From an optimization exercise on the open Yosys and OpenROAD flow, aimed at a short achievable clock period and few clock cycles; shortcuts taken in it are not production practice. The RTL was checked by simulation tests, not by an equivalence proof against the original design. Power is estimated from default activity; no workload was simulated.

[flow/design.v]
`default_nettype none
package rvm_pkg;
    typedef enum logic [1:0] {
        INSTR_ADD,
        INSTR_ADDI,
        INSTR_LUI,
        INSTR_UNSUPPORTED
    } instr_e;
endpackage
`default_nettype wire
`default_nettype none
module rvm_decode (
    input  logic [32-1:0]        i_instr,
    output logic                        o_wen,       
    output logic                        o_use_rs1,   
    output logic                        o_use_rs2,   
    output logic [5-1:0]  o_rs1,
    output logic [5-1:0]  o_rs2,
    output logic [5-1:0]  o_rd,
    output logic [32-1:1]    o_rs1_sel,   
    output logic [32-1:1]    o_rs2_sel,   
    output logic [32-1:0]        o_imm        
);
    logic [6:0] opcode;
    logic [2:0] funct3;
    logic [6:0] funct7;
    logic       is_add;
    logic       is_addi;
    logic       is_lui;
    assign opcode = i_instr[6:0];
    assign funct3 = i_instr[14:12];
    assign funct7 = i_instr[31:25];
    assign is_add  = opcode == 7'b0110011 && funct3 == 3'd0 && funct7 == 7'd0;
    assign is_addi = opcode == 7'b0010011 && funct3 == 3'd0;
    assign is_lui  = opcode == 7'b0110111;
    assign o_wen     = is_add || is_addi || is_lui;
    assign o_use_rs1 = !is_lui;
    assign o_use_rs2 = is_add;
    assign o_rs1     = i_instr[19:15];
    assign o_rs2     = i_instr[24:20];
    assign o_rd      = i_instr[11:7];
    always_comb begin
        for (int i = 1; i < 32; i++) begin
            o_rs1_sel[i] = o_use_rs1 && o_rs1 == i;
            o_rs2_sel[i] = o_use_rs2 && o_rs2 == i;
        end
    end
    assign o_imm = is_add ? '0 :
                   is_lui ? {i_instr[31:12], 12'b0} :
                            {{20{i_instr[31]}}, i_instr[31:20]};
endmodule
`default_nettype wire
`default_nettype none
module rvm_regfile (
    input  logic                        clk,
    input  logic                        resetn,
    input  logic [32-1:1]    i_rs1_sel,
    input  logic [32-1:1]    i_rs2_sel,
    output logic [32-1:0]        o_rs1_rdata,
    output logic [32-1:0]        o_rs2_rdata,
    input  logic [32-1:1]    i_we,        
    input  logic [32-1:0]        i_wdata
);
    logic [32-1:0]     regs [1:32-1];
    logic [32-1:1] written;
    always_ff @(posedge clk or negedge resetn) begin
        if (!resetn) begin
            written <= '0;
        end else begin
            written <= written | i_we;
        end
    end
    always_ff @(posedge clk) begin
        for (int i = 1; i < 32; i++) begin
            if (i_we[i]) begin
                regs[i] <= i_wdata;
            end
        end
    end
    always_comb begin
        o_rs1_rdata = '0;
        o_rs2_rdata = '0;
        for (int i = 1; i < 32; i++) begin
            o_rs1_rdata = o_rs1_rdata | ({32{i_rs1_sel[i] && written[i]}} & regs[i]);
            o_rs2_rdata = o_rs2_rdata | ({32{i_rs2_sel[i] && written[i]}} & regs[i]);
        end
    end
endmodule
`default_nettype wire
`default_nettype none
module rvm_adder (
    input  logic [32-1:0]  i_lhs,
    input  logic [32-1:0]  i_rhs,
    output logic [32-1:0]  o_sum
);
    assign o_sum = i_lhs + i_rhs;
endmodule
`default_nettype wire
`default_nettype none
module rvm_control (
    input  logic                  clk,
    input  logic                  resetn,
    input  logic                  i_mem_stall,
    output logic                  o_mem_c_en,
    output logic [32-1:0]  o_mem_addr,
    output logic                  o_fetch_accept
);
    logic        c_en;
    logic [29:0] pc_word;                            
    assign o_fetch_accept = c_en && !i_mem_stall;
    always_ff @(posedge clk or negedge resetn) begin
        if (!resetn) begin
            c_en    <= 1'b0;
            pc_word <= 32'h0000_0000 >> 2;
        end else begin
            c_en <= 1'b1;
            if (o_fetch_accept) begin
                pc_word <= pc_word + 30'd1;
            end
        end
    end
    assign o_mem_c_en = c_en;
    assign o_mem_addr = {pc_word, 2'b00};
endmodule
`default_nettype wire
`default_nettype none
module rvm_core_top (
    input  logic                  clk,
    input  logic                  resetn,
    output logic                  o_mem_c_en,
    output logic [32-1:0]  o_mem_addr,
    input  logic [32-1:0]  i_mem_rdata,
    input  logic                  i_mem_stall,
    output logic                  o_wb_wen,
    output logic [5-1:0] o_wb_addr,
    output logic [32-1:0]  o_wb_wdata
);
    localparam int NR = 32;
    localparam int XL = 32;
    localparam int AW = 5;
    logic                 fetch_accept;
    logic                 f_wen;
    logic                 f_use_rs1;
    logic                 f_use_rs2;
    logic [AW-1:0]        f_rs1;
    logic [AW-1:0]        f_rs2;
    logic [AW-1:0]        f_rd;
    logic [NR-1:1]        f_rs1_sel;
    logic [NR-1:1]        f_rs2_sel;
    logic [XL-1:0]        f_imm;
    logic                 d_wen;         
    logic [AW-1:0]        d_rd;
    logic [NR-1:1]        d_rs1_sel;
    logic [NR-1:1]        d_rs2_sel;
    logic [XL-1:0]        d_imm;
    logic                 d_a_fwd_e;     
    logic                 d_a_fwd_w;     
    logic                 d_b_fwd_e;
    logic                 d_b_fwd_w;
    logic [XL-1:0]        rf_rs1;
    logic [XL-1:0]        rf_rs2;
    logic [XL-1:0]        a_next;
    logic [XL-1:0]        b_next;
    logic                 e_wen;
    logic [AW-1:0]        e_rd;
    logic [XL-1:0]        e_lhs;
    logic [XL-1:0]        e_rhs;
    logic [XL-1:0]        e_sum;
    logic                 w_wen;
    logic [AW-1:0]        w_rd;
    logic [XL-1:0]        w_data;
    logic [NR-1:1]        w_we;
    logic [XL-1:0]        w_rf_data;
    rvm_control u_control (
        .clk            (clk),
        .resetn         (resetn),
        .i_mem_stall    (i_mem_stall),
        .o_mem_c_en     (o_mem_c_en),
        .o_mem_addr     (o_mem_addr),
        .o_fetch_accept (fetch_accept)
    );
    rvm_decode u_decode (
        .i_instr   (i_mem_rdata),
        .o_wen     (f_wen),
        .o_use_rs1 (f_use_rs1),
        .o_use_rs2 (f_use_rs2),
        .o_rs1     (f_rs1),
        .o_rs2     (f_rs2),
        .o_rd      (f_rd),
        .o_rs1_sel (f_rs1_sel),
        .o_rs2_sel (f_rs2_sel),
        .o_imm     (f_imm)
    );
    always_ff @(posedge clk or negedge resetn) begin
        if (!resetn) begin
            d_wen <= 1'b0;
        end else begin
            d_wen <= fetch_accept && f_wen;
        end
    end
    always_ff @(posedge clk) begin
        d_rd      <= f_rd;
        d_rs1_sel <= f_rs1_sel;
        d_rs2_sel <= f_rs2_sel;
        d_imm     <= f_imm;
        d_a_fwd_e <= f_use_rs1 && f_rs1 != '0 && d_wen && d_rd == f_rs1;
        d_a_fwd_w <= f_use_rs1 && f_rs1 != '0 && e_wen && e_rd == f_rs1;
        d_b_fwd_e <= f_use_rs2 && f_rs2 != '0 && d_wen && d_rd == f_rs2;
        d_b_fwd_w <= f_use_rs2 && f_rs2 != '0 && e_wen && e_rd == f_rs2;
    end
    rvm_regfile u_regfile (
        .clk         (clk),
        .resetn      (resetn),
        .i_rs1_sel   (d_rs1_sel),
        .i_rs2_sel   (d_rs2_sel),
        .o_rs1_rdata (rf_rs1),
        .o_rs2_rdata (rf_rs2),
        .i_we        (w_we),
        .i_wdata     (w_rf_data)
    );
    assign a_next = d_a_fwd_e ? e_sum : (d_a_fwd_w ? w_rf_data : rf_rs1);
    assign b_next = d_b_fwd_e ? e_sum : (d_b_fwd_w ? w_rf_data : (rf_rs2 | d_imm));
    always_ff @(posedge clk or negedge resetn) begin
        if (!resetn) begin
            e_wen <= 1'b0;
        end else begin
            e_wen <= d_wen;
        end
    end
    always_ff @(posedge clk) begin
        e_rd  <= d_rd;
        e_lhs <= a_next;
        e_rhs <= b_next;
    end
    rvm_adder u_adder (
        .i_lhs (e_lhs),
        .i_rhs (e_rhs),
        .o_sum (e_sum)
    );
    always_ff @(posedge clk or negedge resetn) begin
        if (!resetn) begin
            w_wen <= 1'b0;
            w_we  <= '0;
        end else begin
            w_wen <= e_wen;
            for (int i = 1; i < NR; i++) begin
                w_we[i] <= e_wen && e_rd == i;
            end
        end
    end
    always_ff @(posedge clk) begin
        w_rd   <= e_rd;
        w_data <= e_sum;
        if (e_wen) begin
            w_rf_data <= e_sum;
        end
    end
    assign o_wb_wen   = w_wen;
    assign o_wb_addr  = w_rd;
    assign o_wb_wdata = w_data;
endmodule
`default_nettype wire
[flow/flow/run.sh]
#!/bin/bash
set -euo pipefail
bash standard.sh SETUP_SLACK_MARGIN=7 ABC_CLOCK_PERIOD_IN_PS=3000 finish > flow_standard.log 2>&1
[flow/standard.sh]
#!/bin/bash
# synth_recipe.tcl (not shown) runs the flow's synth.tcl, then flattens the netlist and writes it again
# the make line also repeats each setting of config.mk as NAME=value (left out here)
make -C /OpenROAD-flow-scripts/flow DESIGN_CONFIG=/design/flow/config.mk WORK_HOME=/design/flow/orfs CLKGATE_MAP_FILE= SYNTH_SCRIPT=/design/flow/synth_recipe.tcl "${@:-finish}"
[flow/config.mk]
export PLATFORM = sky130hd
export DESIGN_NAME = rvm_core_top
export DESIGN_NICKNAME = rvm_core_top
export VERILOG_FILES = /design/flow/design.v
export SDC_FILE = /design/flow/constraint.sdc
export NUM_CORES = 4
export LEC_CHECK = 0
export CAP_MARGIN = 20
export CORE_MARGIN = 2
export CORE_UTILIZATION = 40
export SLEW_MARGIN = 20
[flow/constraint.sdc]
create_clock -name core_clock -period 10.0 [get_ports {clk}]
set_input_delay 2.0000 -clock core_clock [delete_from_list [all_inputs] [get_ports {clk}]]
set_output_delay 2.0000 -clock core_clock [all_outputs]
set_load 0.01 [all_outputs]
==> notes.md <==
-- metal layers --
metal	global-route usage	up-vias	part of all wire
met1	0.4565	21130	0.34
li1	-	15580	-
met3	0.2059	1363	0.20
met5	0	-	0.00036
met4	0.1880	10	0.070
met2	0.4750	5609	0.39
-- through the flow --
step	utilization	worst slack [ns]	hold slack, ns
2_1_floorplan	-	6.711	0.3290
3_3_place_gp	0.4251	5.435	0.4185
3_5_place_dp	0.4251	5.407	0.4128
4_1_cts	0.4599	6.614	0.4176
5_1_grt	0.4656	6.617	0.4264
6_report	0.4659	6.652	0.4153
-- flip-flops by register name, indices dropped and copies added, names as in the netlist, 30 cells and up --
| signal | count |
|---|---|
| e_lhs | 32 |
| u_regfile.regs | 992 |
| w_rf_data | 32 |
| d_rs2_sel | 31 |
| u_regfile.written | 31 |
| w_we | 31 |
| u_control.pc_word | 30 |
| e_rhs | 32 |
| d_imm | 32 |
| w_data | 32 |
| d_rs1_sel | 31 |
-- layout make-up --
cell class | count | area (um^2) | share of cell area
flip-flops and latches | 1329 | 37420 | 0.6033
diodes | 14 | 35.03 | 0.0005648
well taps | 1768 | 2212 | 0.03567
repair buffers | 265 | 2241 | 0.03613
clock buffers | 191 | 3861 | 0.06225
multi-input cells | 2089 | 15610 | 0.2517
clock inverters | 58 | 595.6 | 0.009602
inverters | 13 | 48.80 | 0.0007868
-- cell usage after synthesis, types with 18 or more instances --
master / number
nor4_1: 22
o21ai_0: 42
a221oi_1: 212
dfrtp_1: 96
a21o_1: 66
and2_1: 67
nand3_1: 71
nand2_1: 63
a2111oi_0: 18
nor2b_1: 32
xnor2_1: 50
nor3_1: 31
xor2_1: 23
buf_1: 25
ha_1: 32
o32ai_1: 49
a211oi_1: 24
or2_2: 34
dfxtp_1: 209
clkbuf_1: 283
a22o_1: 229
edfxtp_1: 1024
nor2_1: 141
nand4_1: 188
a21oi_1: 65
a22oi_1: 521
-- layout by cell type, fill, tap and decap left out, drive strengths merged, types with 25 or more instances in the layout --
cell,instances
edfxtp,1024
o21ai,47
nor3,31
a211oi,25
o32ai,49
a221oi,212
nor2,142
and2,68
nand2,63
a22o,229
dfxtp,209
a21o,66
a22oi,521
a21oi,67
xnor2,50
nand4,188
nor2b,32
clkbuf,192
clkinv,38
or2,36
nand3,71
dfrtp,96
ha,32
buf,232
-- timing repair --
action	CTS	global route
pin swaps	4	24
setup endpoints to repair	210	183
buffers inserted	26	24
resized for setup	343	109
gates cloned	1	0
-- cells by family after synthesis --
| kind of cell | Yosys count | share of synthesized area |
|---|---|---|
| AND/OR/NAND/NOR | 711 | 0.07267 |
| other | 2 | 0.0001405 |
| AO/OA/AOI/OAI | 1263 | 0.1848 |
| buffers and inverters | 326 | 0.02322 |
| flip-flops | 1329 | 0.6984 |
| adder cells (fa/ha/maj) | 33 | 0.007864 |
| multiplexers | 5 | 0.0009596 |
| XOR/XNOR | 73 | 0.01196 |
-- power by group --
group          leakage [nW]  switching (W)  internal, W
registers              12.2      0.0000463      0.00591
clock network          2.16        0.00225      0.00296
logic                  6.56       0.000141     0.000104
total                  20.9        0.00244      0.00898
-- worst paths after layout --
| kind | start | end |
|---|---|---|
| min | d_rd[4] | e_rd[4] |
| min reg2reg | d_rd[4] | e_rd[4] |
| max | u_control.pc_word[27] | o_mem_addr[29] |
| max reg2reg | u_regfile.written[9] | e_lhs[7] |
| max in group asynchronous | resetn | w_we[18] |
| min in group asynchronous | resetn | w_wen |
==> impl_metrics.yaml <==
status:
  status: "finished clean"
clocking:
  clk_latency_ns: 0.81
  postCtsHoldBufs: 0
  clock_sinks: 1329
  clockRootBuffer: "clkbuf_16"
  cts_buffers: 138
  cts_tree: "built"
  cts_buffer_depth: 3
  cts.clk_slew.worst_paths_ns: 0.06
  h-tree-depth: 4
die:
  fp.dieH_um: 369.6
  die_x_um: 369.6
  ios: 106
  core_mm2: 0.1331
  rows: 134
  die_area_mm2: 0.1366
  initial_utilization: 0.4016
cells_and_area:
  layout.cells.non_filler: 5727
  final_layout_size_suffix_gt1_frac: 0.1703
  syn_to_final_growth_pct: 16.02
  fillerInstances: 11600
  final_area_mm2: 0.06202
  nets: 3904
detailed_routing:
  viasPerCell: 7.629
  drc: 0
  ant_nets: 0
  wl_per_cell_um: 43.97
  dr_total_vias: 43690
  drt_pass1_iterations: 10
  wl_mm: 251.8
  first_iter_violations: 11740
setup_path:
  critPathTopFamily: "flip-flops"
  r2r_setup_slack_ns: 6.91
  cp-end-kind: "output port"
  cp.required_ns: 8.00
  cp.arrival_ns: 1.35
  critical_path_class: "reg -> out"
  worst_path_max_delay_cell: "dfrtp_1"
  path_max_fanout: 3
  cp_cell_sequence: "buf_2"
  cp_num_buf_inv: 1
  crit_cells: 1
  worstRegToRegCells: 7
  worstSetupStartpointType: "flop"
  cp_slowest_stage_delay_ns: 0.41
pwr:
  p_leak_nw: 20.94
  vdd_ir_drop_max_v: 0.0001675
  power_w: 0.01142
  power.density_mw_per_mm2: 184.1
placement:
  dpl_cell_area_mm2: 0.05659
  dp_hpwl_mm: 126.0
  io_buffers: 103
  dp_cells: 5408
  place.gp.congestion: 0.9248
timing:
  final_max_slew_viol_count: 0
  period_needed_ns: 3.348
  max_freq_mhz: 298.7
  tns_ns: 0
  final-hold-violation-count: 0
  worst_slew_pin_slew_ns: 1.241
  slew_headroom: 0.1724
  fin_crit_sh: 0.3348
  skew_ns: 0.03962
  finalSetupViolCount: 0
  rsz0062_at_grt: "yes"
synth:
  mappedNetlistArea_mm2: 0.05346
  async_reset_ff_frac: 0.07223
  synth_area_leaders: "edfxtp_1, dfxtp_1, a22oi_1"
  synth_cell_types: 66
  synth_seq_cells: 1329
  synth_flop_cell: "edfxtp_1"
  synth-edff-count: 1024
  synth_top_area_frac: 0.5752
  synth-seq-area-share: 0.6984
  yosysTopAreaCell: "edfxtp_1"
  syn_avg_cell_area_um2: 14.29
  synth_cells: 3742
  ys.warnings.count: 5
grt:
  grt_max_degree: 62
  grt_pass1_vias: 39880
  grt_first_pass_wirelength_mm: 333.3
  grt_overflow: 0
  grt_antenna_before_repair: 13
  grt.total_usage: 0.3580
min_path:
  hold_depth: 0
  hold_class: "reg -> reg"
job:
  cap_violations: 0
Testbench counts, summed over its fixed seeds: cycles 10,688.

-- separate check: timing with driven ports --
In the flow no input, the clock included, has a driving cell. The finished layout below was timed again as built, in two steps. Step 1 sets driving cells, clkbuf_16 on the clock port and buf_2 on the other inputs (assumed; they add their load-dependent delay and slew). Step 2, shift: input delay + t, output delay - t, t = (earliest + latest rising clock arrival at the registers) / 2. This alone moves slack from input paths to output paths. a / b / c = ideal ports / drivers / drivers and shift; a / b = the first two.
t, ns: 0.864
slack for setup (ns): 6.652 / 6.577 / 6.245
slew at the worst register clock pin (ns): 0.07 / 0.07
After both steps this run still meets setup and hold. The setup slack of this run moves by -0.075 ns with the drivers and by -0.407 ns with both steps.
